Context: an optimization exercise on an open-source flow, tuned for small area, a short achievable clock period and few clock cycles per item. The choices shown serve that exercise and are no tape-out recipe.
Power figures rest on the tool's default switching activity, not on a simulated workload.

## main
Design mru_page_tag_cache, start of the top module:
module mru_page_tag_cache #(
   parameter int SLOTS = mpc_pkg::DEF_SLOTS
) (
   input  logic                              clock,
   input  logic                              reset,
   input  logic                              req_valid,
   output logic                              req_stall,
   input  logic [1:0]                        req_kind,
   input  logic [mpc_pkg::TAG_W-1:0]         req_page_offset,
   output logic                              rsp_valid,
   input  logic                              rsp_stall,
   output logic                              rsp_hit,
   output logic                              rsp_writeback_valid,
   output logic [mpc_pkg::TAG_W-1:0]         rsp_writeback_offset,
   output logic [mpc_pkg::CNT_W-1:0]         rsp_hit_count,
   output logic [mpc_pkg::CNT_W-1:0]         rsp_attempt_count,
   output logic [mpc_pkg::OCC_OUT_W-1:0]     rsp_occupancy,
   input  logic                              psel,
   input  logic                              penable,
   input  logic                              pwrite,
   input  logic [mpc_pkg::ADDR_W-1:0]        paddr,
   input  logic [mpc_pkg::DATA_W-1:0]        pwdata,
   output logic [mpc_pkg::DATA_W-1:0]        prdata,
   output logic                              pready
);
Size: about 4300 cells after synthesis, about 730 flip-flops, about 38000 µm² of cells after synthesis.
Settings: LEC_CHECK=0, CAP_MARGIN=20, CORE_MARGIN=2, CORE_UTILIZATION=60, SETUP_SLACK_MARGIN=2.8, SLEW_MARGIN=20, TNS_END_PERCENT=5; clock period 5.5 ns.
run.sh (not shown) runs the stock make flow with config.mk's settings and CLKGATE_MAP_FILE= SYNTH_SCRIPT=/design/flow/synth_recipe.tcl, a recipe that flattens the netlist after the stock synthesis.
main completed; timing, DRC and antenna clean
Here is what was changed in the inputs of the feature branch compared with main.
-- flow/design.v --
<<< main, line 66
   assign match_out = match_ff;
   assign cmp_out   = (tag_ff == req_tag);
   logic                      keep;
   logic [mpc_pkg::TAG_W-1:0] tag_in;
   assign keep   = !take_prev && !take_next;
   assign tag_in = ({mpc_pkg::TAG_W{take_prev}} & prev_tag)
                 | ({mpc_pkg::TAG_W{take_next}} & next_tag)
                 | ({mpc_pkg::TAG_W{keep}} & tag_ff);
   always_ff @(posedge clock) begin
      tag_ff <= tag_in;
   end
   logic valid_in;
   logic match_in;
   always_comb begin
      valid_in = valid_ff;
      if (reset) begin
         valid_in = 1'b0;
      end else if (set_valid) begin
         valid_in = new_valid;
      end
   end
   always_comb begin
      if (take_prev) begin
         match_in = prev_cmp;
      end else if (take_next) begin
         match_in = next_cmp;
      end else begin
         match_in = cmp_out;
      end
   end
   always_ff @(posedge clock) begin
      if (!hold_match) begin
         match_ff <= match_in && valid_in;
      end
   end
   always_ff @(posedge clock) begin
      valid_ff <= valid_in;
   end
endmodule
>>> the feature branch, line 66
   assign match_out = match_ff;
   assign cmp_out   = (tag_ff == req_tag);
   always_ff @(posedge clock) begin
      if (take_prev) begin
         tag_ff <= prev_tag;
      end else if (take_next) begin
         tag_ff <= next_tag;
      end
   end
   always_ff @(posedge clock) begin
      if (!hold_match) begin
         if (take_prev) begin
            match_ff <= prev_cmp;
         end else if (take_next) begin
            match_ff <= next_cmp;
         end else begin
            match_ff <= cmp_out;
         end
      end
   end
   always_ff @(posedge clock) begin
      if (reset) begin
         valid_ff <= 1'b0;
      end else if (set_valid) begin
         valid_ff <= new_valid;
      end
   end
endmodule
<<< main, line 200
   assign is_remove = x_go && (x_kind_ff == mpc_pkg::KIND_REMOVE);
   assign is_drop   = x_go && (x_kind_ff == mpc_pkg::KIND_DROP);
   assign hit_vec  = match_q;   
   assign above[0] = 1'b0;
   for (genvar i = 0; i < SLOTS; i++) begin : g_above
>>> the feature branch, line 189
   assign is_remove = x_go && (x_kind_ff == mpc_pkg::KIND_REMOVE);
   assign is_drop   = x_go && (x_kind_ff == mpc_pkg::KIND_DROP);
   assign hit_vec  = match_q & valid_q;
   assign above[0] = 1'b0;
   for (genvar i = 0; i < SLOTS; i++) begin : g_above
<<< main, line 269
      for (int i = 0; i < SLOTS; i++) begin
         full     = full | (last_oh[i] & valid_q[i]);
         last_tag = last_tag | ({TAG_W{last_oh[i]}} & tag_q[i]);
      end
   end
>>> the feature branch, line 258
      for (int i = 0; i < SLOTS; i++) begin
         full     = full | (last_oh[i] & valid_q[i]);
         last_tag = last_tag | ({TAG_W{last_oh[i] & valid_q[i]}} & tag_q[i]);
      end
   end
<<< main, line 282
         mpc_pkg::KIND_INSERT: begin
            x_rsp.wb_valid  = full;
            x_rsp.wb_offset = full ? last_tag : '0;
            if (!full) begin
               occ_in = mpc_pkg::occ_inc(occ_ff);
>>> the feature branch, line 271
         mpc_pkg::KIND_INSERT: begin
            x_rsp.wb_valid  = full;
            x_rsp.wb_offset = last_tag;
            if (!full) begin
               occ_in = mpc_pkg::occ_inc(occ_ff);
<<< main, line 371
      end
   end
   logic q0_from_q1, q0_from_x, q0_keep;
   assign q0_from_q1 = q0_load && q1_valid_ff;
   assign q0_from_x  = q0_load && !q1_valid_ff;
   assign q0_keep    = !q0_load;
   always_ff @(posedge clock) begin
      q0_ff <= ({$bits(q0_ff){q0_from_q1}} & q1_ff)
             | ({$bits(q0_ff){q0_from_x}} & x_rsp)
             | ({$bits(q0_ff){q0_keep}} & q0_ff);
      if (x_go && q0_valid_ff && !take && !q1_valid_ff) begin
         q1_ff <= x_rsp;
>>> the feature branch, line 360
      end
   end
   always_ff @(posedge clock) begin
      if (q0_load) begin
         q0_ff <= q0_in;
      end
      if (x_go && q0_valid_ff && !take && !q1_valid_ff) begin
         q1_ff <= x_rsp;
==> run notes <==
- Synthesized cell count delta for the feature branch relative to main: about 23% lower
- Diff main -> the feature branch: part of the cycle the worst path needs up 7.5 points; data required time of the worst path lower; design area saw an increase; internal power shrank by 0.43%; instance count after placement with tap cells included saw a decrease.
- main has higher fraction of area in clock buffers and inverters than the feature branch.
- The feature branch vs main on combinational power: the feature branch is the lower one.
- Compared with main, the feature branch shows worst slew margin relative to its limit lower by 16 points.
- main: flow completed, timing, DRC and antenna clean
- The feature branch reached the end of the flow, and the finished layout is clean on the timing, DRC and antenna checks.
- Cell group occupying the most layout area = registers: the feature branch; cell group occupying the most layout area = multi-input gates: main
No run of this note included a check of the RTL's function; only the layout flow was run.

[static timing again, ports no longer ideal]
Ports are ideal in the flow. The routed layouts listed here were re-timed in OpenROAD.
Step 1 assumes that a clkbuf_16 drives the clock port and a buf_2 every other input.
Step 2 also shifts input and output timing later by t, the mid clock arrival at the registers, as if the neighbouring blocks saw the same clock.
Three values: ideal ports, drivers, drivers and shift; two values: the first two.
run	shift t [ns]	setup WS [ns]	worst slew at a driven data input, ns
main	0.708	2.676 / 2.655 / 2.010	0.12
the feature branch	0.716	2.262 / 2.262 / 1.883	0.10
After both steps every run listed still meets setup and hold. The setup slack of main, which loses most, moves by -0.021 ns with the drivers and by -0.666 ns with both steps.
